Context: an optimization exercise on an open-source flow, tuned for small area, a short achievable clock period and few clock cycles per item. The choices shown serve that exercise and are no tape-out recipe.
No run shown here included a check of the RTL's function; only the layout flow was run.

==> flow/design.v (outline; a module is shown in full before it is edited, if it fits) <==
// module float_mul_pipe: 1393 lines
module float_mul_pipe #(
  parameter int E_BIT = 8,
  parameter int F_BIT = 23,
  parameter int TAG_W = 4
) (
  input  logic                 clk,
  input  logic                 rst,
  input  logic                 in_valid,
  output logic                 in_ready,
  input  logic [E_BIT+F_BIT:0] in_a,
  input  logic [E_BIT+F_BIT:0] in_b,
  input  logic [TAG_W-1:0]     in_tag,
  output logic                 out_valid,
  input  logic                 out_ready,
  output logic [E_BIT+F_BIT:0] out_p,
  output logic [TAG_W-1:0]     out_tag,
  output logic [3:0]           out_flags
);
  // ...
==> flow/run.sh <==
#!/bin/bash
# synth_recipe.tcl (not shown) runs the flow's synth.tcl, then flattens the netlist and writes it again
# the make line also repeats each setting of config.mk as NAME=value (left out here)
make -C /OpenROAD-flow-scripts/flow DESIGN_CONFIG=/design/flow/config.mk WORK_HOME=/design/flow/orfs CLKGATE_MAP_FILE= SYNTH_SCRIPT=/design/flow/synth_recipe.tcl finish
==> flow/config.mk <==
export PLATFORM = sky130hd
export DESIGN_NAME = float_mul_pipe
export DESIGN_NICKNAME = float_mul_pipe
export VERILOG_FILES = /design/flow/design.v
export SDC_FILE = /design/flow/constraint.sdc
export NUM_CORES = 4
export LEC_CHECK = 0
export CAP_MARGIN = 20
export CORE_MARGIN = 2
export CORE_UTILIZATION = 60
export SLEW_MARGIN = 20
==> flow/constraint.sdc <==
create_clock -name core_clock -period 8.0 [get_ports {clk}]
set_input_delay 1.6000 -clock core_clock [delete_from_list [all_inputs] [get_ports {clk}]]
set_output_delay 1.6000 -clock core_clock [all_outputs]
set_load 0.01 [all_outputs]
==> run notes, run 1 <==
- The run finished with no timing, DRC or antenna violations.
- The vertical extent of the die is between 200 and 250 um.
- The number of global-route vias before repair was between 20000 and 25000.
- The fraction of the mapped netlist area in compound gates is 15.2%.
- The count of non-filler cells in the finished layout is 3096.
- The share of the cycle needed by the critical path after routing is a little over nine tenths.
- The endpoint of the most critical register-to-register path is r_p[18].
- Data on the critical path arrives at its endpoint at ~8.0 ns.
- The count of nets after finishing is just under 3000.
- The cell type group with the largest total delay on the critical path is simple AND/OR/NAND/NOR gates.
- The worst setup path is launched from a flop.
- The routed wire length on met2 is approximately 32000 um.
- The post-synthesis instance total is 2459.
- In the global route stage, met1 resource usage came out at 41.1%.
- After clock tree synthesis, the clock-pin slew on the worst setup and hold paths is about 0.06 ns.
- The critical path starts at r1_s[11].
- The initial DRC count is around 1900.
- The multiplexer share of the synthesized area is ~1.6%.
- The reg2reg setup slack is ~0.41 ns.
- The boundary pin count is 114.
- Ranked by total cell area, the synthesized netlist is headed by edfxtp_1 30%, fa_1 20%, xnor2_1 8.6%.
- On the critical path, the stage with the largest delay is an instance of or4_4.
- The max-slew headroom at the worst pin is around 17%.
- After synthesis, the most frequently instantiated cells are 269 x a22oi_1, 268 x edfxtp_1, 263 x fa_1.
==> run 2: changes to the inputs <==
--- a/flow/design.v
+++ b/flow/design.v
@@ -51,32 +51,41 @@
       bh = w_mb[2*i+1];
       bm = w_mb[2*i];
       bl = (i == 0) ? 1'b0 : w_mb[2*i-1];
       w_one[i] = bm ^ bl;
       w_two[i] = (bh & ~bm & ~bl) | (~bh & bm & bl);
       w_neg[i] = bh & ~(bm & bl);
     end
   end
+  function automatic logic [4:0] tz23(input logic [22:0] f);
+    tz23 = 5'd23;
+    for (int k = 22; k >= 0; k--) if (f[k]) tz23 = 5'(k);
+  endfunction
+  logic [5:0] w_tz;
+  assign w_tz = {1'b0, tz23(w_fa)} + {1'b0, tz23(w_fb)};
   logic [22:0] r0_fa;
+  logic        r0_st0, r0_st1;
   logic [11:0] r0_neg, r0_one, r0_two;
   logic [9:0]  r0_ex;
   logic [1:0]  r0_cls;
   logic        r0_sign;
   logic [3:0]  r0_tag;
   always_ff @(posedge clk) begin
     if (w_adv) begin
       r0_fa   <= w_fa;
       r0_neg  <= w_neg;
       r0_one  <= w_one;
       r0_two  <= w_two;
       r0_ex   <= {2'b00, w_ea} + {2'b00, w_eb} - 10'd127;
       r0_cls  <= w_cls0;
       r0_sign <= in_a[31] ^ in_b[31];
       r0_tag  <= in_tag;
+      r0_st0  <= w_tz < 6'd22;
+      r0_st1  <= w_tz < 6'd23;
     end
   end
   logic [23:0] w_ma;
   assign w_ma = {1'b1, r0_fa};
   logic [24:0] pp0, pp1, pp2, pp3, pp4, pp5, pp6, pp7, pp8, pp9, pp10, pp11;
   logic [24:0] w_pp [12];
   always_comb begin
     for (int i = 0; i < 12; i++) begin
@@ -683,16 +692,17 @@
   assign {t294c, t294s} = {1'b0, t249s} + {1'b0, pp11[24]} + {1'b0, t248c};
   wire t295s, t295c;
   assign {t295c, t295s} = {1'b0, 1'b1} + {1'b0, ~r0_neg[11]} + {1'b0, t249c};
   logic [47:0] r1_s, r1_c;
   logic [9:0]  r1_ex;
   logic [1:0]  r1_cls;
   logic        r1_sign;
   logic [3:0]  r1_tag;
+  logic        r1_st0, r1_st1;
   always_ff @(posedge clk) begin
     if (w_adv) begin
       r1_s[0] <= r0_neg[0];
       r1_s[1] <= pp0[1];
       r1_s[2] <= t250s;
       r1_s[3] <= t251s;
       r1_s[4] <= t252s;
       r1_s[5] <= t253s;
@@ -784,16 +794,18 @@
       r1_c[44] <= t291c;
       r1_c[45] <= t292c;
       r1_c[46] <= t293c;
       r1_c[47] <= t294c;
       r1_ex   <= r0_ex;
       r1_cls  <= r0_cls;
       r1_sign <= r0_sign;
       r1_tag  <= r0_tag;
+      r1_st0  <= r0_st0;
+      r1_st1  <= r0_st1;
     end
   end
   logic [47:0] w_s, w_c, w_prod;
   assign w_s[0] = r1_s[0];
   assign w_c[0] = r1_c[0];
   assign w_s[1] = r1_s[1];
   assign w_c[1] = 1'b0;
   assign w_s[2] = r1_s[2];
@@ -886,295 +898,215 @@
   assign w_c[45] = r1_c[45];
   assign w_s[46] = r1_s[46];
   assign w_c[46] = r1_c[46];
   assign w_s[47] = r1_s[47];
   assign w_c[47] = r1_c[47];
   logic [47:0] w_g, w_pr;
   assign w_g  = w_s & w_c;
   assign w_pr = w_s ^ w_c;
-  wire sk0_g1 = w_g[1] | (w_pr[1] & w_g[0]);
-  wire sk0_p1 = w_pr[1] & w_pr[0];
-  wire sk0_g3 = w_g[3] | (w_pr[3] & w_g[2]);
-  wire sk0_p3 = w_pr[3] & w_pr[2];
-  wire sk0_g5 = w_g[5] | (w_pr[5] & w_g[4]);
-  wire sk0_p5 = w_pr[5] & w_pr[4];
-  wire sk0_g7 = w_g[7] | (w_pr[7] & w_g[6]);
-  wire sk0_p7 = w_pr[7] & w_pr[6];
-  wire sk0_g9 = w_g[9] | (w_pr[9] & w_g[8]);
-  wire sk0_p9 = w_pr[9] & w_pr[8];
-  wire sk0_g11 = w_g[11] | (w_pr[11] & w_g[10]);
-  wire sk0_p11 = w_pr[11] & w_pr[10];
-  wire sk0_g13 = w_g[13] | (w_pr[13] & w_g[12]);
-  wire sk0_p13 = w_pr[13] & w_pr[12];
-  wire sk0_g15 = w_g[15] | (w_pr[15] & w_g[14]);
-  wire sk0_p15 = w_pr[15] & w_pr[14];
-  wire sk0_g17 = w_g[17] | (w_pr[17] & w_g[16]);
-  wire sk0_p17 = w_pr[17] & w_pr[16];
-  wire sk0_g19 = w_g[19] | (w_pr[19] & w_g[18]);
-  wire sk0_p19 = w_pr[19] & w_pr[18];
-  wire sk0_g21 = w_g[21] | (w_pr[21] & w_g[20]);
-  wire sk0_p21 = w_pr[21] & w_pr[20];
-  wire sk0_g23 = w_g[23] | (w_pr[23] & w_g[22]);
-  wire sk0_p23 = w_pr[23] & w_pr[22];
-  wire sk0_g25 = w_g[25] | (w_pr[25] & w_g[24]);
-  wire sk0_p25 = w_pr[25] & w_pr[24];
-  wire sk0_g27 = w_g[27] | (w_pr[27] & w_g[26]);
-  wire sk0_p27 = w_pr[27] & w_pr[26];
-  wire sk0_g29 = w_g[29] | (w_pr[29] & w_g[28]);
-  wire sk0_p29 = w_pr[29] & w_pr[28];
-  wire sk0_g31 = w_g[31] | (w_pr[31] & w_g[30]);
-  wire sk0_p31 = w_pr[31] & w_pr[30];
-  wire sk0_g33 = w_g[33] | (w_pr[33] & w_g[32]);
-  wire sk0_p33 = w_pr[33] & w_pr[32];
-  wire sk0_g35 = w_g[35] | (w_pr[35] & w_g[34]);
-  wire sk0_p35 = w_pr[35] & w_pr[34];
-  wire sk0_g37 = w_g[37] | (w_pr[37] & w_g[36]);
-  wire sk0_p37 = w_pr[37] & w_pr[36];
-  wire sk0_g39 = w_g[39] | (w_pr[39] & w_g[38]);
-  wire sk0_p39 = w_pr[39] & w_pr[38];
-  wire sk0_g41 = w_g[41] | (w_pr[41] & w_g[40]);
-  wire sk0_p41 = w_pr[41] & w_pr[40];
-  wire sk0_g43 = w_g[43] | (w_pr[43] & w_g[42]);
-  wire sk0_p43 = w_pr[43] & w_pr[42];
-  wire sk0_g45 = w_g[45] | (w_pr[45] & w_g[44]);
-  wire sk0_p45 = w_pr[45] & w_pr[44];
-  wire sk0_g47 = w_g[47] | (w_pr[47] & w_g[46]);
-  wire sk0_p47 = w_pr[47] & w_pr[46];
-  wire sk1_g2 = w_g[2] | (w_pr[2] & sk0_g1);
-  wire sk1_p2 = w_pr[2] & sk0_p1;
-  wire sk1_g3 = sk0_g3 | (sk0_p3 & sk0_g1);
-  wire sk1_p3 = sk0_p3 & sk0_p1;
-  wire sk1_g6 = w_g[6] | (w_pr[6] & sk0_g5);
-  wire sk1_p6 = w_pr[6] & sk0_p5;
-  wire sk1_g7 = sk0_g7 | (sk0_p7 & sk0_g5);
-  wire sk1_p7 = sk0_p7 & sk0_p5;
-  wire sk1_g10 = w_g[10] | (w_pr[10] & sk0_g9);
-  wire sk1_p10 = w_pr[10] & sk0_p9;
-  wire sk1_g11 = sk0_g11 | (sk0_p11 & sk0_g9);
-  wire sk1_p11 = sk0_p11 & sk0_p9;
-  wire sk1_g14 = w_g[14] | (w_pr[14] & sk0_g13);
-  wire sk1_p14 = w_pr[14] & sk0_p13;
-  wire sk1_g15 = sk0_g15 | (sk0_p15 & sk0_g13);
-  wire sk1_p15 = sk0_p15 & sk0_p13;
-  wire sk1_g18 = w_g[18] | (w_pr[18] & sk0_g17);
-  wire sk1_p18 = w_pr[18] & sk0_p17;
-  wire sk1_g19 = sk0_g19 | (sk0_p19 & sk0_g17);
-  wire sk1_p19 = sk0_p19 & sk0_p17;
-  wire sk1_g22 = w_g[22] | (w_pr[22] & sk0_g21);
-  wire sk1_p22 = w_pr[22] & sk0_p21;
-  wire sk1_g23 = sk0_g23 | (sk0_p23 & sk0_g21);
-  wire sk1_p23 = sk0_p23 & sk0_p21;
-  wire sk1_g26 = w_g[26] | (w_pr[26] & sk0_g25);
-  wire sk1_p26 = w_pr[26] & sk0_p25;
-  wire sk1_g27 = sk0_g27 | (sk0_p27 & sk0_g25);
-  wire sk1_p27 = sk0_p27 & sk0_p25;
-  wire sk1_g30 = w_g[30] | (w_pr[30] & sk0_g29);
-  wire sk1_p30 = w_pr[30] & sk0_p29;
-  wire sk1_g31 = sk0_g31 | (sk0_p31 & sk0_g29);
-  wire sk1_p31 = sk0_p31 & sk0_p29;
-  wire sk1_g34 = w_g[34] | (w_pr[34] & sk0_g33);
-  wire sk1_p34 = w_pr[34] & sk0_p33;
-  wire sk1_g35 = sk0_g35 | (sk0_p35 & sk0_g33);
-  wire sk1_p35 = sk0_p35 & sk0_p33;
-  wire sk1_g38 = w_g[38] | (w_pr[38] & sk0_g37);
-  wire sk1_p38 = w_pr[38] & sk0_p37;
-  wire sk1_g39 = sk0_g39 | (sk0_p39 & sk0_g37);
-  wire sk1_p39 = sk0_p39 & sk0_p37;
-  wire sk1_g42 = w_g[42] | (w_pr[42] & sk0_g41);
-  wire sk1_p42 = w_pr[42] & sk0_p41;
-  wire sk1_g43 = sk0_g43 | (sk0_p43 & sk0_g41);
-  wire sk1_p43 = sk0_p43 & sk0_p41;
-  wire sk1_g46 = w_g[46] | (w_pr[46] & sk0_g45);
-  wire sk1_p46 = w_pr[46] & sk0_p45;
-  wire sk1_g47 = sk0_g47 | (sk0_p47 & sk0_g45);
-  wire sk1_p47 = sk0_p47 & sk0_p45;
-  wire sk2_g4 = w_g[4] | (w_pr[4] & sk1_g3);
-  wire sk2_p4 = w_pr[4] & sk1_p3;
-  wire sk2_g5 = sk0_g5 | (sk0_p5 & sk1_g3);
-  wire sk2_p5 = sk0_p5 & sk1_p3;
-  wire sk2_g6 = sk1_g6 | (sk1_p6 & sk1_g3);
-  wire sk2_p6 = sk1_p6 & sk1_p3;
-  wire sk2_g7 = sk1_g7 | (sk1_p7 & sk1_g3);
-  wire sk2_p7 = sk1_p7 & sk1_p3;
-  wire sk2_g12 = w_g[12] | (w_pr[12] & sk1_g11);
-  wire sk2_p12 = w_pr[12] & sk1_p11;
-  wire sk2_g13 = sk0_g13 | (sk0_p13 & sk1_g11);
-  wire sk2_p13 = sk0_p13 & sk1_p11;
-  wire sk2_g14 = sk1_g14 | (sk1_p14 & sk1_g11);
-  wire sk2_p14 = sk1_p14 & sk1_p11;
-  wire sk2_g15 = sk1_g15 | (sk1_p15 & sk1_g11);
-  wire sk2_p15 = sk1_p15 & sk1_p11;
-  wire sk2_g20 = w_g[20] | (w_pr[20] & sk1_g19);
-  wire sk2_p20 = w_pr[20] & sk1_p19;
-  wire sk2_g21 = sk0_g21 | (sk0_p21 & sk1_g19);
-  wire sk2_p21 = sk0_p21 & sk1_p19;
-  wire sk2_g22 = sk1_g22 | (sk1_p22 & sk1_g19);
-  wire sk2_p22 = sk1_p22 & sk1_p19;
-  wire sk2_g23 = sk1_g23 | (sk1_p23 & sk1_g19);
-  wire sk2_p23 = sk1_p23 & sk1_p19;
-  wire sk2_g28 = w_g[28] | (w_pr[28] & sk1_g27);
-  wire sk2_p28 = w_pr[28] & sk1_p27;
-  wire sk2_g29 = sk0_g29 | (sk0_p29 & sk1_g27);
-  wire sk2_p29 = sk0_p29 & sk1_p27;
-  wire sk2_g30 = sk1_g30 | (sk1_p30 & sk1_g27);
-  wire sk2_p30 = sk1_p30 & sk1_p27;
-  wire sk2_g31 = sk1_g31 | (sk1_p31 & sk1_g27);
-  wire sk2_p31 = sk1_p31 & sk1_p27;
-  wire sk2_g36 = w_g[36] | (w_pr[36] & sk1_g35);
-  wire sk2_p36 = w_pr[36] & sk1_p35;
-  wire sk2_g37 = sk0_g37 | (sk0_p37 & sk1_g35);
-  wire sk2_p37 = sk0_p37 & sk1_p35;
-  wire sk2_g38 = sk1_g38 | (sk1_p38 & sk1_g35);
-  wire sk2_p38 = sk1_p38 & sk1_p35;
-  wire sk2_g39 = sk1_g39 | (sk1_p39 & sk1_g35);
-  wire sk2_p39 = sk1_p39 & sk1_p35;
-  wire sk2_g44 = w_g[44] | (w_pr[44] & sk1_g43);
-  wire sk2_p44 = w_pr[44] & sk1_p43;
-  wire sk2_g45 = sk0_g45 | (sk0_p45 & sk1_g43);
-  wire sk2_p45 = sk0_p45 & sk1_p43;
-  wire sk2_g46 = sk1_g46 | (sk1_p46 & sk1_g43);
-  wire sk2_p46 = sk1_p46 & sk1_p43;
-  wire sk2_g47 = sk1_g47 | (sk1_p47 & sk1_g43);
-  wire sk2_p47 = sk1_p47 & sk1_p43;
-  wire sk3_g8 = w_g[8] | (w_pr[8] & sk2_g7);
-  wire sk3_p8 = w_pr[8] & sk2_p7;
-  wire sk3_g9 = sk0_g9 | (sk0_p9 & sk2_g7);
-  wire sk3_p9 = sk0_p9 & sk2_p7;
-  wire sk3_g10 = sk1_g10 | (sk1_p10 & sk2_g7);
-  wire sk3_p10 = sk1_p10 & sk2_p7;
-  wire sk3_g11 = sk1_g11 | (sk1_p11 & sk2_g7);
-  wire sk3_p11 = sk1_p11 & sk2_p7;
-  wire sk3_g12 = sk2_g12 | (sk2_p12 & sk2_g7);
-  wire sk3_p12 = sk2_p12 & sk2_p7;
-  wire sk3_g13 = sk2_g13 | (sk2_p13 & sk2_g7);
-  wire sk3_p13 = sk2_p13 & sk2_p7;
-  wire sk3_g14 = sk2_g14 | (sk2_p14 & sk2_g7);
-  wire sk3_p14 = sk2_p14 & sk2_p7;
-  wire sk3_g15 = sk2_g15 | (sk2_p15 & sk2_g7);
-  wire sk3_p15 = sk2_p15 & sk2_p7;
-  wire sk3_g24 = w_g[24] | (w_pr[24] & sk2_g23);
-  wire sk3_p24 = w_pr[24] & sk2_p23;
-  wire sk3_g25 = sk0_g25 | (sk0_p25 & sk2_g23);
-  wire sk3_p25 = sk0_p25 & sk2_p23;
-  wire sk3_g26 = sk1_g26 | (sk1_p26 & sk2_g23);
-  wire sk3_p26 = sk1_p26 & sk2_p23;
-  wire sk3_g27 = sk1_g27 | (sk1_p27 & sk2_g23);
-  wire sk3_p27 = sk1_p27 & sk2_p23;
-  wire sk3_g28 = sk2_g28 | (sk2_p28 & sk2_g23);
-  wire sk3_p28 = sk2_p28 & sk2_p23;
-  wire sk3_g29 = sk2_g29 | (sk2_p29 & sk2_g23);
-  wire sk3_p29 = sk2_p29 & sk2_p23;
-  wire sk3_g30 = sk2_g30 | (sk2_p30 & sk2_g23);
-  wire sk3_p30 = sk2_p30 & sk2_p23;
-  wire sk3_g31 = sk2_g31 | (sk2_p31 & sk2_g23);
-  wire sk3_p31 = sk2_p31 & sk2_p23;
-  wire sk3_g40 = w_g[40] | (w_pr[40] & sk2_g39);
-  wire sk3_p40 = w_pr[40] & sk2_p39;
-  wire sk3_g41 = sk0_g41 | (sk0_p41 & sk2_g39);
-  wire sk3_p41 = sk0_p41 & sk2_p39;
-  wire sk3_g42 = sk1_g42 | (sk1_p42 & sk2_g39);
-  wire sk3_p42 = sk1_p42 & sk2_p39;
-  wire sk3_g43 = sk1_g43 | (sk1_p43 & sk2_g39);
-  wire sk3_p43 = sk1_p43 & sk2_p39;
-  wire sk3_g44 = sk2_g44 | (sk2_p44 & sk2_g39);
-  wire sk3_p44 = sk2_p44 & sk2_p39;
-  wire sk3_g45 = sk2_g45 | (sk2_p45 & sk2_g39);
-  wire sk3_p45 = sk2_p45 & sk2_p39;
-  wire sk3_g46 = sk2_g46 | (sk2_p46 & sk2_g39);
-  wire sk3_p46 = sk2_p46 & sk2_p39;
-  wire sk3_g47 = sk2_g47 | (sk2_p47 & sk2_g39);
-  wire sk3_p47 = sk2_p47 & sk2_p39;
-  wire sk4_g16 = w_g[16] | (w_pr[16] & sk3_g15);
-  wire sk4_p16 = w_pr[16] & sk3_p15;
-  wire sk4_g17 = sk0_g17 | (sk0_p17 & sk3_g15);
-  wire sk4_p17 = sk0_p17 & sk3_p15;
-  wire sk4_g18 = sk1_g18 | (sk1_p18 & sk3_g15);
-  wire sk4_p18 = sk1_p18 & sk3_p15;
-  wire sk4_g19 = sk1_g19 | (sk1_p19 & sk3_g15);
-  wire sk4_p19 = sk1_p19 & sk3_p15;
-  wire sk4_g20 = sk2_g20 | (sk2_p20 & sk3_g15);
-  wire sk4_p20 = sk2_p20 & sk3_p15;
-  wire sk4_g21 = sk2_g21 | (sk2_p21 & sk3_g15);
-  wire sk4_p21 = sk2_p21 & sk3_p15;
-  wire sk4_g22 = sk2_g22 | (sk2_p22 & sk3_g15);
-  wire sk4_p22 = sk2_p22 & sk3_p15;
-  wire sk4_g23 = sk2_g23 | (sk2_p23 & sk3_g15);
-  wire sk4_p23 = sk2_p23 & sk3_p15;
-  wire sk4_g24 = sk3_g24 | (sk3_p24 & sk3_g15);
-  wire sk4_p24 = sk3_p24 & sk3_p15;
-  wire sk4_g25 = sk3_g25 | (sk3_p25 & sk3_g15);
-  wire sk4_p25 = sk3_p25 & sk3_p15;
-  wire sk4_g26 = sk3_g26 | (sk3_p26 & sk3_g15);
-  wire sk4_p26 = sk3_p26 & sk3_p15;
-  wire sk4_g27 = sk3_g27 | (sk3_p27 & sk3_g15);
-  wire sk4_p27 = sk3_p27 & sk3_p15;
-  wire sk4_g28 = sk3_g28 | (sk3_p28 & sk3_g15);
-  wire sk4_p28 = sk3_p28 & sk3_p15;
-  wire sk4_g29 = sk3_g29 | (sk3_p29 & sk3_g15);
-  wire sk4_p29 = sk3_p29 & sk3_p15;
-  wire sk4_g30 = sk3_g30 | (sk3_p30 & sk3_g15);
-  wire sk4_p30 = sk3_p30 & sk3_p15;
-  wire sk4_g31 = sk3_g31 | (sk3_p31 & sk3_g15);
-  wire sk4_p31 = sk3_p31 & sk3_p15;
-  wire sk5_g32 = w_g[32] | (w_pr[32] & sk4_g31);
-  wire sk5_p32 = w_pr[32] & sk4_p31;
-  wire sk5_g33 = sk0_g33 | (sk0_p33 & sk4_g31);
-  wire sk5_p33 = sk0_p33 & sk4_p31;
-  wire sk5_g34 = sk1_g34 | (sk1_p34 & sk4_g31);
-  wire sk5_p34 = sk1_p34 & sk4_p31;
-  wire sk5_g35 = sk1_g35 | (sk1_p35 & sk4_g31);
-  wire sk5_p35 = sk1_p35 & sk4_p31;
-  wire sk5_g36 = sk2_g36 | (sk2_p36 & sk4_g31);
-  wire sk5_p36 = sk2_p36 & sk4_p31;
-  wire sk5_g37 = sk2_g37 | (sk2_p37 & sk4_g31);
-  wire sk5_p37 = sk2_p37 & sk4_p31;
-  wire sk5_g38 = sk2_g38 | (sk2_p38 & sk4_g31);
-  wire sk5_p38 = sk2_p38 & sk4_p31;
-  wire sk5_g39 = sk2_g39 | (sk2_p39 & sk4_g31);
-  wire sk5_p39 = sk2_p39 & sk4_p31;
-  wire sk5_g40 = sk3_g40 | (sk3_p40 & sk4_g31);
-  wire sk5_p40 = sk3_p40 & sk4_p31;
-  wire sk5_g41 = sk3_g41 | (sk3_p41 & sk4_g31);
-  wire sk5_p41 = sk3_p41 & sk4_p31;
-  wire sk5_g42 = sk3_g42 | (sk3_p42 & sk4_g31);
-  wire sk5_p42 = sk3_p42 & sk4_p31;
-  wire sk5_g43 = sk3_g43 | (sk3_p43 & sk4_g31);
-  wire sk5_p43 = sk3_p43 & sk4_p31;
-  wire sk5_g44 = sk3_g44 | (sk3_p44 & sk4_g31);
-  wire sk5_p44 = sk3_p44 & sk4_p31;
-  wire sk5_g45 = sk3_g45 | (sk3_p45 & sk4_g31);
-  wire sk5_p45 = sk3_p45 & sk4_p31;
-  wire sk5_g46 = sk3_g46 | (sk3_p46 & sk4_g31);
-  wire sk5_p46 = sk3_p46 & sk4_p31;
-  wire sk5_g47 = sk3_g47 | (sk3_p47 & sk4_g31);
-  wire sk5_p47 = sk3_p47 & sk4_p31;
-  logic [47:0] w_cy;
-  assign w_cy[0] = 1'b0;
-  assign w_cy[1] = w_g[0];
-  assign w_cy[2] = sk0_g1;
-  assign w_cy[3] = sk1_g2;
-  assign w_cy[4] = sk1_g3;
-  assign w_cy[5] = sk2_g4;
-  assign w_cy[6] = sk2_g5;
-  assign w_cy[7] = sk2_g6;
-  assign w_cy[8] = sk2_g7;
-  assign w_cy[9] = sk3_g8;
-  assign w_cy[10] = sk3_g9;
-  assign w_cy[11] = sk3_g10;
-  assign w_cy[12] = sk3_g11;
-  assign w_cy[13] = sk3_g12;
-  assign w_cy[14] = sk3_g13;
-  assign w_cy[15] = sk3_g14;
-  assign w_cy[16] = sk3_g15;
-  assign w_cy[17] = sk4_g16;
-  assign w_cy[18] = sk4_g17;
-  assign w_cy[19] = sk4_g18;
-  assign w_cy[20] = sk4_g19;
-  assign w_cy[21] = sk4_g20;
+  wire sk0_g1;
+  fmul_pfx_g u_sk0_g1 (.gh(w_g[1]), .ph(w_pr[1]), .gl(w_g[0]), .g(sk0_g1));
+  wire sk0_g3, sk0_p3;
+  fmul_pfx_gp u_sk0_g3 (.gh(w_g[3]), .ph(w_pr[3]), .gl(w_g[2]), .pl(w_pr[2]), .g(sk0_g3), .p(sk0_p3));
+  wire sk0_g5, sk0_p5;
+  fmul_pfx_gp u_sk0_g5 (.gh(w_g[5]), .ph(w_pr[5]), .gl(w_g[4]), .pl(w_pr[4]), .g(sk0_g5), .p(sk0_p5));
+  wire sk0_g7, sk0_p7;
+  fmul_pfx_gp u_sk0_g7 (.gh(w_g[7]), .ph(w_pr[7]), .gl(w_g[6]), .pl(w_pr[6]), .g(sk0_g7), .p(sk0_p7));
+  wire sk0_g9, sk0_p9;
+  fmul_pfx_gp u_sk0_g9 (.gh(w_g[9]), .ph(w_pr[9]), .gl(w_g[8]), .pl(w_pr[8]), .g(sk0_g9), .p(sk0_p9));
+  wire sk0_g11, sk0_p11;
+  fmul_pfx_gp u_sk0_g11 (.gh(w_g[11]), .ph(w_pr[11]), .gl(w_g[10]), .pl(w_pr[10]), .g(sk0_g11), .p(sk0_p11));
+  wire sk0_g13, sk0_p13;
+  fmul_pfx_gp u_sk0_g13 (.gh(w_g[13]), .ph(w_pr[13]), .gl(w_g[12]), .pl(w_pr[12]), .g(sk0_g13), .p(sk0_p13));
+  wire sk0_g15, sk0_p15;
+  fmul_pfx_gp u_sk0_g15 (.gh(w_g[15]), .ph(w_pr[15]), .gl(w_g[14]), .pl(w_pr[14]), .g(sk0_g15), .p(sk0_p15));
+  wire sk0_g17, sk0_p17;
+  fmul_pfx_gp u_sk0_g17 (.gh(w_g[17]), .ph(w_pr[17]), .gl(w_g[16]), .pl(w_pr[16]), .g(sk0_g17), .p(sk0_p17));
+  wire sk0_g19, sk0_p19;
+  fmul_pfx_gp u_sk0_g19 (.gh(w_g[19]), .ph(w_pr[19]), .gl(w_g[18]), .pl(w_pr[18]), .g(sk0_g19), .p(sk0_p19));
+  wire sk0_g21, sk0_p21;
+  fmul_pfx_gp u_sk0_g21 (.gh(w_g[21]), .ph(w_pr[21]), .gl(w_g[20]), .pl(w_pr[20]), .g(sk0_g21), .p(sk0_p21));
+  wire sk0_g23, sk0_p23;
+  fmul_pfx_gp u_sk0_g23 (.gh(w_g[23]), .ph(w_pr[23]), .gl(w_g[22]), .pl(w_pr[22]), .g(sk0_g23), .p(sk0_p23));
+  wire sk0_g25, sk0_p25;
+  fmul_pfx_gp u_sk0_g25 (.gh(w_g[25]), .ph(w_pr[25]), .gl(w_g[24]), .pl(w_pr[24]), .g(sk0_g25), .p(sk0_p25));
+  wire sk0_g27, sk0_p27;
+  fmul_pfx_gp u_sk0_g27 (.gh(w_g[27]), .ph(w_pr[27]), .gl(w_g[26]), .pl(w_pr[26]), .g(sk0_g27), .p(sk0_p27));
+  wire sk0_g29, sk0_p29;
+  fmul_pfx_gp u_sk0_g29 (.gh(w_g[29]), .ph(w_pr[29]), .gl(w_g[28]), .pl(w_pr[28]), .g(sk0_g29), .p(sk0_p29));
+  wire sk0_g31, sk0_p31;
+  fmul_pfx_gp u_sk0_g31 (.gh(w_g[31]), .ph(w_pr[31]), .gl(w_g[30]), .pl(w_pr[30]), .g(sk0_g31), .p(sk0_p31));
+  wire sk0_g33, sk0_p33;
+  fmul_pfx_gp u_sk0_g33 (.gh(w_g[33]), .ph(w_pr[33]), .gl(w_g[32]), .pl(w_pr[32]), .g(sk0_g33), .p(sk0_p33));
+  wire sk0_g35, sk0_p35;
+  fmul_pfx_gp u_sk0_g35 (.gh(w_g[35]), .ph(w_pr[35]), .gl(w_g[34]), .pl(w_pr[34]), .g(sk0_g35), .p(sk0_p35));
+  wire sk0_g37, sk0_p37;
+  fmul_pfx_gp u_sk0_g37 (.gh(w_g[37]), .ph(w_pr[37]), .gl(w_g[36]), .pl(w_pr[36]), .g(sk0_g37), .p(sk0_p37));
+  wire sk0_g39, sk0_p39;
+  fmul_pfx_gp u_sk0_g39 (.gh(w_g[39]), .ph(w_pr[39]), .gl(w_g[38]), .pl(w_pr[38]), .g(sk0_g39), .p(sk0_p39));
+  wire sk0_g41, sk0_p41;
+  fmul_pfx_gp u_sk0_g41 (.gh(w_g[41]), .ph(w_pr[41]), .gl(w_g[40]), .pl(w_pr[40]), .g(sk0_g41), .p(sk0_p41));
+  wire sk0_g43, sk0_p43;
+  fmul_pfx_gp u_sk0_g43 (.gh(w_g[43]), .ph(w_pr[43]), .gl(w_g[42]), .pl(w_pr[42]), .g(sk0_g43), .p(sk0_p43));
+  wire sk0_g45, sk0_p45;
+  fmul_pfx_gp u_sk0_g45 (.gh(w_g[45]), .ph(w_pr[45]), .gl(w_g[44]), .pl(w_pr[44]), .g(sk0_g45), .p(sk0_p45));
+  wire sk1_g3;
+  fmul_pfx_g u_sk1_g3 (.gh(sk0_g3), .ph(sk0_p3), .gl(sk0_g1), .g(sk1_g3));
+  wire sk1_g7, sk1_p7;
+  fmul_pfx_gp u_sk1_g7 (.gh(sk0_g7), .ph(sk0_p7), .gl(sk0_g5), .pl(sk0_p5), .g(sk1_g7), .p(sk1_p7));
+  wire sk1_g11, sk1_p11;
+  fmul_pfx_gp u_sk1_g11 (.gh(sk0_g11), .ph(sk0_p11), .gl(sk0_g9), .pl(sk0_p9), .g(sk1_g11), .p(sk1_p11));
+  wire sk1_g15, sk1_p15;
+  fmul_pfx_gp u_sk1_g15 (.gh(sk0_g15), .ph(sk0_p15), .gl(sk0_g13), .pl(sk0_p13), .g(sk1_g15), .p(sk1_p15));
+  wire sk1_g19, sk1_p19;
+  fmul_pfx_gp u_sk1_g19 (.gh(sk0_g19), .ph(sk0_p19), .gl(sk0_g17), .pl(sk0_p17), .g(sk1_g19), .p(sk1_p19));
+  wire sk1_g22, sk1_p22;
+  fmul_pfx_gp u_sk1_g22 (.gh(w_g[22]), .ph(w_pr[22]), .gl(sk0_g21), .pl(sk0_p21), .g(sk1_g22), .p(sk1_p22));
+  wire sk1_g23, sk1_p23;
+  fmul_pfx_gp u_sk1_g23 (.gh(sk0_g23), .ph(sk0_p23), .gl(sk0_g21), .pl(sk0_p21), .g(sk1_g23), .p(sk1_p23));
+  wire sk1_g26, sk1_p26;
+  fmul_pfx_gp u_sk1_g26 (.gh(w_g[26]), .ph(w_pr[26]), .gl(sk0_g25), .pl(sk0_p25), .g(sk1_g26), .p(sk1_p26));
+  wire sk1_g27, sk1_p27;
+  fmul_pfx_gp u_sk1_g27 (.gh(sk0_g27), .ph(sk0_p27), .gl(sk0_g25), .pl(sk0_p25), .g(sk1_g27), .p(sk1_p27));
+  wire sk1_g30, sk1_p30;
+  fmul_pfx_gp u_sk1_g30 (.gh(w_g[30]), .ph(w_pr[30]), .gl(sk0_g29), .pl(sk0_p29), .g(sk1_g30), .p(sk1_p30));
+  wire sk1_g31, sk1_p31;
+  fmul_pfx_gp u_sk1_g31 (.gh(sk0_g31), .ph(sk0_p31), .gl(sk0_g29), .pl(sk0_p29), .g(sk1_g31), .p(sk1_p31));
+  wire sk1_g34, sk1_p34;
+  fmul_pfx_gp u_sk1_g34 (.gh(w_g[34]), .ph(w_pr[34]), .gl(sk0_g33), .pl(sk0_p33), .g(sk1_g34), .p(sk1_p34));
+  wire sk1_g35, sk1_p35;
+  fmul_pfx_gp u_sk1_g35 (.gh(sk0_g35), .ph(sk0_p35), .gl(sk0_g33), .pl(sk0_p33), .g(sk1_g35), .p(sk1_p35));
+  wire sk1_g38, sk1_p38;
+  fmul_pfx_gp u_sk1_g38 (.gh(w_g[38]), .ph(w_pr[38]), .gl(sk0_g37), .pl(sk0_p37), .g(sk1_g38), .p(sk1_p38));
+  wire sk1_g39, sk1_p39;
+  fmul_pfx_gp u_sk1_g39 (.gh(sk0_g39), .ph(sk0_p39), .gl(sk0_g37), .pl(sk0_p37), .g(sk1_g39), .p(sk1_p39));
+  wire sk1_g42, sk1_p42;
+  fmul_pfx_gp u_sk1_g42 (.gh(w_g[42]), .ph(w_pr[42]), .gl(sk0_g41), .pl(sk0_p41), .g(sk1_g42), .p(sk1_p42));
+  wire sk1_g43, sk1_p43;
+  fmul_pfx_gp u_sk1_g43 (.gh(sk0_g43), .ph(sk0_p43), .gl(sk0_g41), .pl(sk0_p41), .g(sk1_g43), .p(sk1_p43));
+  wire sk1_g46, sk1_p46;
+  fmul_pfx_gp u_sk1_g46 (.gh(w_g[46]), .ph(w_pr[46]), .gl(sk0_g45), .pl(sk0_p45), .g(sk1_g46), .p(sk1_p46));
+  wire sk2_g7;
+  fmul_pfx_g u_sk2_g7 (.gh(sk1_g7), .ph(sk1_p7), .gl(sk1_g3), .g(sk2_g7));
+  wire sk2_g15, sk2_p15;
+  fmul_pfx_gp u_sk2_g15 (.gh(sk1_g15), .ph(sk1_p15), .gl(sk1_g11), .pl(sk1_p11), .g(sk2_g15), .p(sk2_p15));
+  wire sk2_g21, sk2_p21;
+  fmul_pfx_gp u_sk2_g21 (.gh(sk0_g21), .ph(sk0_p21), .gl(sk1_g19), .pl(sk1_p19), .g(sk2_g21), .p(sk2_p21));
+  wire sk2_g22, sk2_p22;
+  fmul_pfx_gp u_sk2_g22 (.gh(sk1_g22), .ph(sk1_p22), .gl(sk1_g19), .pl(sk1_p19), .g(sk2_g22), .p(sk2_p22));
+  wire sk2_g23, sk2_p23;
+  fmul_pfx_gp u_sk2_g23 (.gh(sk1_g23), .ph(sk1_p23), .gl(sk1_g19), .pl(sk1_p19), .g(sk2_g23), .p(sk2_p23));
+  wire sk2_g28, sk2_p28;
+  fmul_pfx_gp u_sk2_g28 (.gh(w_g[28]), .ph(w_pr[28]), .gl(sk1_g27), .pl(sk1_p27), .g(sk2_g28), .p(sk2_p28));
+  wire sk2_g29, sk2_p29;
+  fmul_pfx_gp u_sk2_g29 (.gh(sk0_g29), .ph(sk0_p29), .gl(sk1_g27), .pl(sk1_p27), .g(sk2_g29), .p(sk2_p29));
+  wire sk2_g30, sk2_p30;
+  fmul_pfx_gp u_sk2_g30 (.gh(sk1_g30), .ph(sk1_p30), .gl(sk1_g27), .pl(sk1_p27), .g(sk2_g30), .p(sk2_p30));
+  wire sk2_g31, sk2_p31;
+  fmul_pfx_gp u_sk2_g31 (.gh(sk1_g31), .ph(sk1_p31), .gl(sk1_g27), .pl(sk1_p27), .g(sk2_g31), .p(sk2_p31));
+  wire sk2_g36, sk2_p36;
+  fmul_pfx_gp u_sk2_g36 (.gh(w_g[36]), .ph(w_pr[36]), .gl(sk1_g35), .pl(sk1_p35), .g(sk2_g36), .p(sk2_p36));
+  wire sk2_g37, sk2_p37;
+  fmul_pfx_gp u_sk2_g37 (.gh(sk0_g37), .ph(sk0_p37), .gl(sk1_g35), .pl(sk1_p35), .g(sk2_g37), .p(sk2_p37));
+  wire sk2_g38, sk2_p38;
+  fmul_pfx_gp u_sk2_g38 (.gh(sk1_g38), .ph(sk1_p38), .gl(sk1_g35), .pl(sk1_p35), .g(sk2_g38), .p(sk2_p38));
+  wire sk2_g39, sk2_p39;
+  fmul_pfx_gp u_sk2_g39 (.gh(sk1_g39), .ph(sk1_p39), .gl(sk1_g35), .pl(sk1_p35), .g(sk2_g39), .p(sk2_p39));
+  wire sk2_g44, sk2_p44;
+  fmul_pfx_gp u_sk2_g44 (.gh(w_g[44]), .ph(w_pr[44]), .gl(sk1_g43), .pl(sk1_p43), .g(sk2_g44), .p(sk2_p44));
+  wire sk2_g45, sk2_p45;
+  fmul_pfx_gp u_sk2_g45 (.gh(sk0_g45), .ph(sk0_p45), .gl(sk1_g43), .pl(sk1_p43), .g(sk2_g45), .p(sk2_p45));
+  wire sk2_g46, sk2_p46;
+  fmul_pfx_gp u_sk2_g46 (.gh(sk1_g46), .ph(sk1_p46), .gl(sk1_g43), .pl(sk1_p43), .g(sk2_g46), .p(sk2_p46));
+  wire sk3_g15;
+  fmul_pfx_g u_sk3_g15 (.gh(sk2_g15), .ph(sk2_p15), .gl(sk2_g7), .g(sk3_g15));
+  wire sk3_g24, sk3_p24;
+  fmul_pfx_gp u_sk3_g24 (.gh(w_g[24]), .ph(w_pr[24]), .gl(sk2_g23), .pl(sk2_p23), .g(sk3_g24), .p(sk3_p24));
+  wire sk3_g25, sk3_p25;
+  fmul_pfx_gp u_sk3_g25 (.gh(sk0_g25), .ph(sk0_p25), .gl(sk2_g23), .pl(sk2_p23), .g(sk3_g25), .p(sk3_p25));
+  wire sk3_g26, sk3_p26;
+  fmul_pfx_gp u_sk3_g26 (.gh(sk1_g26), .ph(sk1_p26), .gl(sk2_g23), .pl(sk2_p23), .g(sk3_g26), .p(sk3_p26));
+  wire sk3_g27, sk3_p27;
+  fmul_pfx_gp u_sk3_g27 (.gh(sk1_g27), .ph(sk1_p27), .gl(sk2_g23), .pl(sk2_p23), .g(sk3_g27), .p(sk3_p27));
+  wire sk3_g28, sk3_p28;
+  fmul_pfx_gp u_sk3_g28 (.gh(sk2_g28), .ph(sk2_p28), .gl(sk2_g23), .pl(sk2_p23), .g(sk3_g28), .p(sk3_p28));
+  wire sk3_g29, sk3_p29;
+  fmul_pfx_gp u_sk3_g29 (.gh(sk2_g29), .ph(sk2_p29), .gl(sk2_g23), .pl(sk2_p23), .g(sk3_g29), .p(sk3_p29));
+  wire sk3_g30, sk3_p30;
+  fmul_pfx_gp u_sk3_g30 (.gh(sk2_g30), .ph(sk2_p30), .gl(sk2_g23), .pl(sk2_p23), .g(sk3_g30), .p(sk3_p30));
+  wire sk3_g31, sk3_p31;
+  fmul_pfx_gp u_sk3_g31 (.gh(sk2_g31), .ph(sk2_p31), .gl(sk2_g23), .pl(sk2_p23), .g(sk3_g31), .p(sk3_p31));
+  wire sk3_g40, sk3_p40;
+  fmul_pfx_gp u_sk3_g40 (.gh(w_g[40]), .ph(w_pr[40]), .gl(sk2_g39), .pl(sk2_p39), .g(sk3_g40), .p(sk3_p40));
+  wire sk3_g41, sk3_p41;
+  fmul_pfx_gp u_sk3_g41 (.gh(sk0_g41), .ph(sk0_p41), .gl(sk2_g39), .pl(sk2_p39), .g(sk3_g41), .p(sk3_p41));
+  wire sk3_g42, sk3_p42;
+  fmul_pfx_gp u_sk3_g42 (.gh(sk1_g42), .ph(sk1_p42), .gl(sk2_g39), .pl(sk2_p39), .g(sk3_g42), .p(sk3_p42));
+  wire sk3_g43, sk3_p43;
+  fmul_pfx_gp u_sk3_g43 (.gh(sk1_g43), .ph(sk1_p43), .gl(sk2_g39), .pl(sk2_p39), .g(sk3_g43), .p(sk3_p43));
+  wire sk3_g44, sk3_p44;
+  fmul_pfx_gp u_sk3_g44 (.gh(sk2_g44), .ph(sk2_p44), .gl(sk2_g39), .pl(sk2_p39), .g(sk3_g44), .p(sk3_p44));
+  wire sk3_g45, sk3_p45;
+  fmul_pfx_gp u_sk3_g45 (.gh(sk2_g45), .ph(sk2_p45), .gl(sk2_g39), .pl(sk2_p39), .g(sk3_g45), .p(sk3_p45));
+  wire sk3_g46, sk3_p46;
+  fmul_pfx_gp u_sk3_g46 (.gh(sk2_g46), .ph(sk2_p46), .gl(sk2_g39), .pl(sk2_p39), .g(sk3_g46), .p(sk3_p46));
+  wire sk4_g21;
+  fmul_pfx_g u_sk4_g21 (.gh(sk2_g21), .ph(sk2_p21), .gl(sk3_g15), .g(sk4_g21));
+  wire sk4_g22;
+  fmul_pfx_g u_sk4_g22 (.gh(sk2_g22), .ph(sk2_p22), .gl(sk3_g15), .g(sk4_g22));
+  wire sk4_g23;
+  fmul_pfx_g u_sk4_g23 (.gh(sk2_g23), .ph(sk2_p23), .gl(sk3_g15), .g(sk4_g23));
+  wire sk4_g24;
+  fmul_pfx_g u_sk4_g24 (.gh(sk3_g24), .ph(sk3_p24), .gl(sk3_g15), .g(sk4_g24));
+  wire sk4_g25;
+  fmul_pfx_g u_sk4_g25 (.gh(sk3_g25), .ph(sk3_p25), .gl(sk3_g15), .g(sk4_g25));
+  wire sk4_g26;
+  fmul_pfx_g u_sk4_g26 (.gh(sk3_g26), .ph(sk3_p26), .gl(sk3_g15), .g(sk4_g26));
+  wire sk4_g27;
+  fmul_pfx_g u_sk4_g27 (.gh(sk3_g27), .ph(sk3_p27), .gl(sk3_g15), .g(sk4_g27));
+  wire sk4_g28;
+  fmul_pfx_g u_sk4_g28 (.gh(sk3_g28), .ph(sk3_p28), .gl(sk3_g15), .g(sk4_g28));
+  wire sk4_g29;
+  fmul_pfx_g u_sk4_g29 (.gh(sk3_g29), .ph(sk3_p29), .gl(sk3_g15), .g(sk4_g29));
+  wire sk4_g30;
+  fmul_pfx_g u_sk4_g30 (.gh(sk3_g30), .ph(sk3_p30), .gl(sk3_g15), .g(sk4_g30));
+  wire sk4_g31;
+  fmul_pfx_g u_sk4_g31 (.gh(sk3_g31), .ph(sk3_p31), .gl(sk3_g15), .g(sk4_g31));
+  wire sk5_g32;
+  fmul_pfx_g u_sk5_g32 (.gh(w_g[32]), .ph(w_pr[32]), .gl(sk4_g31), .g(sk5_g32));
+  wire sk5_g33;
+  fmul_pfx_g u_sk5_g33 (.gh(sk0_g33), .ph(sk0_p33), .gl(sk4_g31), .g(sk5_g33));
+  wire sk5_g34;
+  fmul_pfx_g u_sk5_g34 (.gh(sk1_g34), .ph(sk1_p34), .gl(sk4_g31), .g(sk5_g34));
+  wire sk5_g35;
+  fmul_pfx_g u_sk5_g35 (.gh(sk1_g35), .ph(sk1_p35), .gl(sk4_g31), .g(sk5_g35));
+  wire sk5_g36;
+  fmul_pfx_g u_sk5_g36 (.gh(sk2_g36), .ph(sk2_p36), .gl(sk4_g31), .g(sk5_g36));
+  wire sk5_g37;
+  fmul_pfx_g u_sk5_g37 (.gh(sk2_g37), .ph(sk2_p37), .gl(sk4_g31), .g(sk5_g37));
+  wire sk5_g38;
+  fmul_pfx_g u_sk5_g38 (.gh(sk2_g38), .ph(sk2_p38), .gl(sk4_g31), .g(sk5_g38));
+  wire sk5_g39;
+  fmul_pfx_g u_sk5_g39 (.gh(sk2_g39), .ph(sk2_p39), .gl(sk4_g31), .g(sk5_g39));
+  wire sk5_g40;
+  fmul_pfx_g u_sk5_g40 (.gh(sk3_g40), .ph(sk3_p40), .gl(sk4_g31), .g(sk5_g40));
+  wire sk5_g41;
+  fmul_pfx_g u_sk5_g41 (.gh(sk3_g41), .ph(sk3_p41), .gl(sk4_g31), .g(sk5_g41));
+  wire sk5_g42;
+  fmul_pfx_g u_sk5_g42 (.gh(sk3_g42), .ph(sk3_p42), .gl(sk4_g31), .g(sk5_g42));
+  wire sk5_g43;
+  fmul_pfx_g u_sk5_g43 (.gh(sk3_g43), .ph(sk3_p43), .gl(sk4_g31), .g(sk5_g43));
+  wire sk5_g44;
+  fmul_pfx_g u_sk5_g44 (.gh(sk3_g44), .ph(sk3_p44), .gl(sk4_g31), .g(sk5_g44));
+  wire sk5_g45;
+  fmul_pfx_g u_sk5_g45 (.gh(sk3_g45), .ph(sk3_p45), .gl(sk4_g31), .g(sk5_g45));
+  wire sk5_g46;
+  fmul_pfx_g u_sk5_g46 (.gh(sk3_g46), .ph(sk3_p46), .gl(sk4_g31), .g(sk5_g46));
+  logic [47:22] w_cy;
   assign w_cy[22] = sk4_g21;
   assign w_cy[23] = sk4_g22;
   assign w_cy[24] = sk4_g23;
   assign w_cy[25] = sk4_g24;
   assign w_cy[26] = sk4_g25;
   assign w_cy[27] = sk4_g26;
   assign w_cy[28] = sk4_g27;
   assign w_cy[29] = sk4_g28;
@@ -1191,76 +1123,125 @@
   assign w_cy[40] = sk5_g39;
   assign w_cy[41] = sk5_g40;
   assign w_cy[42] = sk5_g41;
   assign w_cy[43] = sk5_g42;
   assign w_cy[44] = sk5_g43;
   assign w_cy[45] = sk5_g44;
   assign w_cy[46] = sk5_g45;
   assign w_cy[47] = sk5_g46;
-  assign w_prod = w_pr ^ w_cy;
+  assign w_prod[47:22] = w_pr[47:22] ^ w_cy;
+  assign w_prod[21:0] = 22'd0;   
   logic        w_msb;
   logic        w_g1, w_g0, w_st1, w_st0, w_up1, w_up0, w_inexact;
   logic [22:0] w_q, w_pa;       
   logic [22:0] w_z1, w_z0, w_i1, w_i0, w_frac;
   logic        w_all1, w_all0, w_carry;
   assign w_msb = w_prod[47];
   assign w_g1  = w_prod[23];
-  assign w_st1 = |w_prod[22:0];
+  assign w_st1 = r1_st1;
   assign w_g0  = w_prod[22];
-  assign w_st0 = |w_prod[21:0];
+  assign w_st0 = r1_st0;
   assign w_q   = w_prod[46:24];
-  wire ap0_1 = w_q[1] & w_q[0];
-  wire ap0_3 = w_q[3] & w_q[2];
-  wire ap0_5 = w_q[5] & w_q[4];
-  wire ap0_7 = w_q[7] & w_q[6];
-  wire ap0_9 = w_q[9] & w_q[8];
-  wire ap0_11 = w_q[11] & w_q[10];
-  wire ap0_13 = w_q[13] & w_q[12];
-  wire ap0_15 = w_q[15] & w_q[14];
-  wire ap0_17 = w_q[17] & w_q[16];
-  wire ap0_19 = w_q[19] & w_q[18];
-  wire ap0_21 = w_q[21] & w_q[20];
-  wire ap1_2 = w_q[2] & ap0_1;
-  wire ap1_3 = ap0_3 & ap0_1;
-  wire ap1_6 = w_q[6] & ap0_5;
-  wire ap1_7 = ap0_7 & ap0_5;
-  wire ap1_10 = w_q[10] & ap0_9;
-  wire ap1_11 = ap0_11 & ap0_9;
-  wire ap1_14 = w_q[14] & ap0_13;
-  wire ap1_15 = ap0_15 & ap0_13;
-  wire ap1_18 = w_q[18] & ap0_17;
-  wire ap1_19 = ap0_19 & ap0_17;
-  wire ap1_22 = w_q[22] & ap0_21;
-  wire ap2_4 = w_q[4] & ap1_3;
-  wire ap2_5 = ap0_5 & ap1_3;
-  wire ap2_6 = ap1_6 & ap1_3;
-  wire ap2_7 = ap1_7 & ap1_3;
-  wire ap2_12 = w_q[12] & ap1_11;
-  wire ap2_13 = ap0_13 & ap1_11;
-  wire ap2_14 = ap1_14 & ap1_11;
-  wire ap2_15 = ap1_15 & ap1_11;
-  wire ap2_20 = w_q[20] & ap1_19;
-  wire ap2_21 = ap0_21 & ap1_19;
-  wire ap2_22 = ap1_22 & ap1_19;
-  wire ap3_8 = w_q[8] & ap2_7;
-  wire ap3_9 = ap0_9 & ap2_7;
-  wire ap3_10 = ap1_10 & ap2_7;
-  wire ap3_11 = ap1_11 & ap2_7;
-  wire ap3_12 = ap2_12 & ap2_7;
-  wire ap3_13 = ap2_13 & ap2_7;
-  wire ap3_14 = ap2_14 & ap2_7;
-  wire ap3_15 = ap2_15 & ap2_7;
-  wire ap4_16 = w_q[16] & ap3_15;
-  wire ap4_17 = ap0_17 & ap3_15;
-  wire ap4_18 = ap1_18 & ap3_15;
-  wire ap4_19 = ap1_19 & ap3_15;
-  wire ap4_20 = ap2_20 & ap3_15;
-  wire ap4_21 = ap2_21 & ap3_15;
-  wire ap4_22 = ap2_22 & ap3_15;
+  wire ap0_1;
+  fmul_and2 u_ap0_1 (.a(w_q[1]), .b(w_q[0]), .y(ap0_1));
+  wire ap0_3;
+  fmul_and2 u_ap0_3 (.a(w_q[3]), .b(w_q[2]), .y(ap0_3));
+  wire ap0_5;
+  fmul_and2 u_ap0_5 (.a(w_q[5]), .b(w_q[4]), .y(ap0_5));
+  wire ap0_7;
+  fmul_and2 u_ap0_7 (.a(w_q[7]), .b(w_q[6]), .y(ap0_7));
+  wire ap0_9;
+  fmul_and2 u_ap0_9 (.a(w_q[9]), .b(w_q[8]), .y(ap0_9));
+  wire ap0_11;
+  fmul_and2 u_ap0_11 (.a(w_q[11]), .b(w_q[10]), .y(ap0_11));
+  wire ap0_13;
+  fmul_and2 u_ap0_13 (.a(w_q[13]), .b(w_q[12]), .y(ap0_13));
+  wire ap0_15;
+  fmul_and2 u_ap0_15 (.a(w_q[15]), .b(w_q[14]), .y(ap0_15));
+  wire ap0_17;
+  fmul_and2 u_ap0_17 (.a(w_q[17]), .b(w_q[16]), .y(ap0_17));
+  wire ap0_19;
+  fmul_and2 u_ap0_19 (.a(w_q[19]), .b(w_q[18]), .y(ap0_19));
+  wire ap0_21;
+  fmul_and2 u_ap0_21 (.a(w_q[21]), .b(w_q[20]), .y(ap0_21));
+  wire ap1_2;
+  fmul_and2 u_ap1_2 (.a(w_q[2]), .b(ap0_1), .y(ap1_2));
+  wire ap1_3;
+  fmul_and2 u_ap1_3 (.a(ap0_3), .b(ap0_1), .y(ap1_3));
+  wire ap1_6;
+  fmul_and2 u_ap1_6 (.a(w_q[6]), .b(ap0_5), .y(ap1_6));
+  wire ap1_7;
+  fmul_and2 u_ap1_7 (.a(ap0_7), .b(ap0_5), .y(ap1_7));
+  wire ap1_10;
+  fmul_and2 u_ap1_10 (.a(w_q[10]), .b(ap0_9), .y(ap1_10));
+  wire ap1_11;
+  fmul_and2 u_ap1_11 (.a(ap0_11), .b(ap0_9), .y(ap1_11));
+  wire ap1_14;
+  fmul_and2 u_ap1_14 (.a(w_q[14]), .b(ap0_13), .y(ap1_14));
+  wire ap1_15;
+  fmul_and2 u_ap1_15 (.a(ap0_15), .b(ap0_13), .y(ap1_15));
+  wire ap1_18;
+  fmul_and2 u_ap1_18 (.a(w_q[18]), .b(ap0_17), .y(ap1_18));
+  wire ap1_19;
+  fmul_and2 u_ap1_19 (.a(ap0_19), .b(ap0_17), .y(ap1_19));
+  wire ap1_22;
+  fmul_and2 u_ap1_22 (.a(w_q[22]), .b(ap0_21), .y(ap1_22));
+  wire ap2_4;
+  fmul_and2 u_ap2_4 (.a(w_q[4]), .b(ap1_3), .y(ap2_4));
+  wire ap2_5;
+  fmul_and2 u_ap2_5 (.a(ap0_5), .b(ap1_3), .y(ap2_5));
+  wire ap2_6;
+  fmul_and2 u_ap2_6 (.a(ap1_6), .b(ap1_3), .y(ap2_6));
+  wire ap2_7;
+  fmul_and2 u_ap2_7 (.a(ap1_7), .b(ap1_3), .y(ap2_7));
+  wire ap2_12;
+  fmul_and2 u_ap2_12 (.a(w_q[12]), .b(ap1_11), .y(ap2_12));
+  wire ap2_13;
+  fmul_and2 u_ap2_13 (.a(ap0_13), .b(ap1_11), .y(ap2_13));
+  wire ap2_14;
+  fmul_and2 u_ap2_14 (.a(ap1_14), .b(ap1_11), .y(ap2_14));
+  wire ap2_15;
+  fmul_and2 u_ap2_15 (.a(ap1_15), .b(ap1_11), .y(ap2_15));
+  wire ap2_20;
+  fmul_and2 u_ap2_20 (.a(w_q[20]), .b(ap1_19), .y(ap2_20));
+  wire ap2_21;
+  fmul_and2 u_ap2_21 (.a(ap0_21), .b(ap1_19), .y(ap2_21));
+  wire ap2_22;
+  fmul_and2 u_ap2_22 (.a(ap1_22), .b(ap1_19), .y(ap2_22));
+  wire ap3_8;
+  fmul_and2 u_ap3_8 (.a(w_q[8]), .b(ap2_7), .y(ap3_8));
+  wire ap3_9;
+  fmul_and2 u_ap3_9 (.a(ap0_9), .b(ap2_7), .y(ap3_9));
+  wire ap3_10;
+  fmul_and2 u_ap3_10 (.a(ap1_10), .b(ap2_7), .y(ap3_10));
+  wire ap3_11;
+  fmul_and2 u_ap3_11 (.a(ap1_11), .b(ap2_7), .y(ap3_11));
+  wire ap3_12;
+  fmul_and2 u_ap3_12 (.a(ap2_12), .b(ap2_7), .y(ap3_12));
+  wire ap3_13;
+  fmul_and2 u_ap3_13 (.a(ap2_13), .b(ap2_7), .y(ap3_13));
+  wire ap3_14;
+  fmul_and2 u_ap3_14 (.a(ap2_14), .b(ap2_7), .y(ap3_14));
+  wire ap3_15;
+  fmul_and2 u_ap3_15 (.a(ap2_15), .b(ap2_7), .y(ap3_15));
+  wire ap4_16;
+  fmul_and2 u_ap4_16 (.a(w_q[16]), .b(ap3_15), .y(ap4_16));
+  wire ap4_17;
+  fmul_and2 u_ap4_17 (.a(ap0_17), .b(ap3_15), .y(ap4_17));
+  wire ap4_18;
+  fmul_and2 u_ap4_18 (.a(ap1_18), .b(ap3_15), .y(ap4_18));
+  wire ap4_19;
+  fmul_and2 u_ap4_19 (.a(ap1_19), .b(ap3_15), .y(ap4_19));
+  wire ap4_20;
+  fmul_and2 u_ap4_20 (.a(ap2_20), .b(ap3_15), .y(ap4_20));
+  wire ap4_21;
+  fmul_and2 u_ap4_21 (.a(ap2_21), .b(ap3_15), .y(ap4_21));
+  wire ap4_22;
+  fmul_and2 u_ap4_22 (.a(ap2_22), .b(ap3_15), .y(ap4_22));
   assign w_pa[0] = w_q[0];
   assign w_pa[1] = ap0_1;
   assign w_pa[2] = ap1_2;
   assign w_pa[3] = ap1_3;
   assign w_pa[4] = ap2_4;
   assign w_pa[5] = ap2_5;
   assign w_pa[6] = ap2_6;
   assign w_pa[7] = ap2_7;
@@ -1386,8 +1367,27 @@
         r_ov <= r_v1;
       end else if (r_v1) begin
         r_sv  <= 1'b1;
         r_rdy <= 1'b0;
       end
     end
   end
 endmodule
+module fmul_pfx_gp (
+  input  logic gh, ph, gl, pl,
+  output logic g, p
+);
+  assign g = gh | (ph & gl);
+  assign p = ph & pl;
+endmodule
+module fmul_pfx_g (
+  input  logic gh, ph, gl,
+  output logic g
+);
+  assign g = gh | (ph & gl);
+endmodule
+module fmul_and2 (
+  input  logic a, b,
+  output logic y
+);
+  assign y = a & b;
+endmodule
==> flow/config.mk (replaced) <==
export PLATFORM = sky130hd
export DESIGN_NAME = float_mul_pipe
export DESIGN_NICKNAME = float_mul_pipe
export VERILOG_FILES = /design/flow/design.v
export SDC_FILE = /design/flow/constraint.sdc
export NUM_CORES = 4
export LEC_CHECK = 0
export CAP_MARGIN = 20
export CORE_MARGIN = 2
export CORE_UTILIZATION = 60
export SETUP_SLACK_MARGIN = 3.5
export SLEW_MARGIN = 20
export SYNTH_HIERARCHICAL = 1
export SYNTH_MINIMUM_KEEP_SIZE = 0
==> run notes, run 2 <==
- Outcome: no timing/DRC/antenna violations (unchanged).
- The clock period minus worst slack is 5.03 ns (was 7.59 ns).
- The reg2reg setup slack came to 2.97 ns (was 0.41 ns).
- The worst-case reg-to-reg path depth is 24 (was 26).
- The kind of launch point of the worst setup path was a flop (unchanged).
- The post-synth net total was 2930 (was 2918).
- The number of diodes is 0 (unchanged).
- The library cell used as clock root buffer is clkbuf_16 (unchanged).
- The number of flip-flops under the largest register name is 48 (unchanged).
- The worst slack at placement is 2.02 ns (was 0.400 ns).
- The post-route cell area is 0.0304 sq mm (was 0.0293 sq mm).
- The area growth from synthesis to layout is 15.0% (was 10.8%).
- The max-slew headroom at the worst pin is 18.2% (was 17.2%).
- The mean number of vias per cell is 6.23 (was 6.36).
- The class of the most critical setup path is flop to flop (unchanged).
- The clock insertion delay at the later pin of the skew report is 0.59 ns (was 0.60 ns).
- The ratio of cells with drive above 1 in the final layout came to 11.9% (was 7.53%).
- The number of global-route vias before repair is 20600 (was 20100).
- The remaining number of nets flagged by the antenna check after routing is 0 (unchanged).
- The worst setup skew after layout came to 0.0211 ns (was 0.0192 ns).
- Top Registers: r1_s (48), r1_c (47) (unchanged).
- The placeable core area is 0.0433 sq mm (unchanged).
- The most frequent standard cell in the layout excluding fill and tap cells is edfxtp_1 (was a22oi_1).
- The number of warnings reported in the yosys synthesis log came to 8 (was 2).
- The TritonCTS clock tree is yes (unchanged).
- The capturing element of the worst setup path is r_p[11] (was r_p[18]).
- The count of clock tree sinks is 277 (was 273).
- The count of nets after finishing is 3025 (was 2949).
- The most instantiated flip-flop cell in the synthesis netlist is edfxtp_1 (unchanged).
- The arrival time of data at the critical path endpoint was 5.45 ns (was 8.00 ns).
- The sequential fraction of the synthesis area is 31.4% (was 30.9%).
- The overall track demand over capacity in global routing is 31.8% (was 31.0%).
- The total iterations of the first detailed-routing run is 9 (was 6).
- The boundary pin count is 114 (unchanged).
- The max-cap check violation count was 0 (unchanged).
- The floorplan die area is 0.0458 sq mm (about the same).
- The residual DRC count is 0 (unchanged).
- The maximum operating frequency is 199 MHz (was 132 MHz).
- The final-layout setup total negative slack is 0 ns (unchanged).
- Setup repair after global routing could not meet its margin everywhere.
- The worst min-delay path class is flop to flop (unchanged).
- The post-synthesis instance total is 2477 (was 2459).
- The total congestion overflow after global routing is 0 (unchanged).
- The number of pins with negative max-slew slack in the final report is 0 (unchanged).
- The width of the die is 214 um (about the same).
- The count of input and output buffers came to 113 (unchanged).
- The detailed placer's ending HPWL was 47700 um (was 49100 um).
- The data required time at the worst endpoint is 8.41 ns (about the same).
- Commonest cells post-synth: 272 x edfxtp_1, 264 x a22oi_1, 259 x fa_1 (was 269 x a22oi_1, 268 x edfxtp_1, 263 x fa_1).
- The vias after detailed routing came to 19800 (was 19700).
- The pin slew with the least headroom to its limit came to 1.23 ns (was 1.24 ns).
- The clock input transition at the sequential cells of the worst setup and hold paths is 0.06 ns (about the same).
- The cell taking the most area after synthesis is edfxtp_1 (unchanged).
- The launching instance or port of the critical path was r1_c[22] (was r1_s[11]).
- The share of Yosys cell area claimed by the top area cell type was 30.9% (was 30.4%).
- The vertical extent of the die is 214 um (about the same).
- The total wirelength of the detailed-routed design came to 73900 um (was 71400 um).
- The count of H-tree levels built during CTS is 1 (unchanged).
- The total CTS buffers was 30 (was 29).
- The nature of the critical path endpoint is a flop (unchanged).
- The register name with the most flops was r1_s (unchanged).
- The fraction of registers with async set/reset is 1.81% (was 1.83%).
- Highest-count cells in the layout ignoring fill and taps: 272 x edfxtp_1, 264 x a22oi_1, 259 x fa_1 (was 269 x a22oi_1, 268 x edfxtp_1, 263 x fa_1).
- The number of flip-flops and latches in the synthesized netlist is 277 (was 273).
- The maximum root-to-sink buffer count is 3 (unchanged).
- Cells taking the most area after synthesis: edfxtp_1 31%, fa_1 20%, xnor2_1 8.4% (was edfxtp_1 30%, fa_1 20%, xnor2_1 8.6%).
- The number of flops mapped to enable cells by yosys is 272 (was 268).
- The share of the cycle needed by the critical path after routing was 62.9% (was 94.8%).
- The worst path setup slack after routing is 2.97 ns (was 0.412 ns).
- The first-pass GRT wire length is 115000 um (was 112000 um).
- The largest net degree at the start of global routing is 118 (was 94).
- The final hold violation count is 0 (unchanged).
- The launching point of the worst reg2reg path is r1_c[22] (was r1_s[11]).
- The most common cell in the netlist is edfxtp_1 (was a22oi_1).
- The initial cell density of the core is 61.1% (about the same).
- The global placement routability congestion is 0.904 (was 0.915).
- The mapped cell area came to 0.0265 sq mm (was 0.0264 sq mm).
- The endpoint of the most critical register-to-register path is r_p[11] (was r_p[18]).
- The count of endpoints failing setup in the final report came to 0 (unchanged).
- The post-synthesis area per instance came to 10.7 sq um (was 10.8 sq um).
- The number of antenna violations at the first check in global routing is 1 (was 0).
- The average detailed-routed wire length per instance is 23.2 um (was 23.1 um).
- The number of standard-cell rows in the floorplan is 76 (unchanged).
- The placement-stage cell area is 0.0282 sq mm (was 0.0281 sq mm).
- The number of distinct library cell variants in the gate-level netlist after synthesis is 66 (was 99).
- The largest driver fanout on the critical path is 8 (was 10).
- The initial DRC count is 2046 (was 1905).
-- run 2: cell count changes after synthesis, sizes merged, moves of 15 or more --
cell and change:
and2 +109, a21o +93, nand2 -19, mux2 -17
nand3 -15
-- run 2: layout make-up --
| cell class | count | area [sq um] |
|---|---|---|
| Timing Repair Buffer | 245 | 2320 |
| Sequential cell | 277 | 8300 |
| Multi-Input combinational cell | 1777 | 17300 |
| Clock inverter | 15 | 118 |
| Tap cell | 585 | 732 |
| Clock buffer | 41 | 792 |
| Inverter | 241 | 916 |
| Fill cell | 3225 | 12800 |
-- run 2: how the worst min path moves through the flow --
stage                          from   endpoint  slack [ns]  cells after the start
after CTS                 r0_tag[3]  r1_tag[3]        0.42                      0
after global routing       r0_ex[8]   r1_ex[8]        0.42                      0
after floorplan           r0_cls[0]  r1_cls[0]        0.40                      0
final                      r0_ex[9]   r1_ex[9]        0.42                      0
after detailed placement   r0_ex[2]   r1_ex[2]        0.40                      0
after global placement     r0_ex[4]   r1_ex[4]        0.40                      0
-- run 2: critical path, stage by stage, from the launching register on --
cell	delay (ns)
edfxtp_1	0.42
ha_4	0.28
and2_1	0.18
a21o_1	0.21
a21o_4	0.22
a21o_4	0.24
a21o_4	0.23
a21o_1	0.21
xor2_2	0.15
and2_4	0.16
and2_4	0.14
and2_4	0.13
and2_4	0.15
and2_4	0.14
nand2_4	0.05
o21ai_4	0.24
ha_4	0.26
buf_4	0.16
nand3b_1	0.16
a21o_1	0.18
nand3_4	0.09
nand3b_1	0.21
buf_6	0.17
bufbuf_16	0.28
o31ai_2	0.19
-- run 2: cell families (layout without fill, tap and decap cells) --
logic type,after synthesis,after routing,synth area share (%)
and+or+nand+nor,420,420,8.36
AOI/OAI and AO/OA,594,596,16.0
xor gates and xnor gates,366,366,12.1
buffers and inverters,425,542,6.20
DFF,277,277,31.4
other,1,1,0.0142
adders and majority gates,381,381,25.4
muxes,13,13,0.582
-- run 2: per-module statistics from Yosys (local to each module, per instance) --
module	area, sq um	flops+latches
fmul_pfx_gp	13.8	0
fmul_and2	6.26	0
float_mul_pipe	25000	277
fmul_pfx_g	7.51	0
-- run 2: stage by stage --
step | util [%] | cells | hold WS (ns)
after floorplan | - | 2477 | 0.400
after global placement | 65.1 | 3049 | 0.400
after detailed placement | 65.1 | 3049 | 0.405
after CTS | 69.2 | 3153 | 0.418
after global routing | 70.3 | 3181 | 0.424
final | 70.3 | 3181 | 0.418
-- run 2: per-layer routing --
metal | GRT usage [%] | up-vias | share of wire, %
li1 | - | 8742 | -
met2 | 49.8 | 1199 | 45
met1 | 42.5 | 9650 | 39
met5 | 0 | - | 0
met3 | 9.36 | 234 | 12
met4 | 11.0 | 0 | 3.5
-- run 2: timing repair --
item,in CTS,in global routing
setup endpoints to repair,76,77
gates cloned,6,1
resized for setup,74,51
hold buffers,0,0
pin swaps,29,18
setup buffers,42,27

[port drivers added, routing unchanged]
In the flow no input, the clock included, has a driving cell. The finished layouts below were timed again as built, in two steps.
Step 1: set_driving_cell puts a clkbuf_16 on clk and a buf_2 on each other input, an assumption about the parent block.
Step 2 also shifts input and output timing later by t, the mid clock arrival at the registers, as if the neighbouring blocks saw the same clock.
Three values: no drivers, after step 1, after step 2; two values: the first two.
run	shift t [ns]	slack for setup (ns)	worst hold slack (ns)	clock arrival spread, ns	slew at the worst register clock pin (ns)
run 1	0.653	0.412 / 0.412 / 0.412	0.422 / 0.422 / 0.422	0.022 / 0.022	0.06 / 0.06
run 2	0.635	2.967 / 2.967 / 2.967	0.418 / 0.418 / 0.418	0.024 / 0.024	0.07 / 0.07
After both steps setup and hold are still met in every run listed.
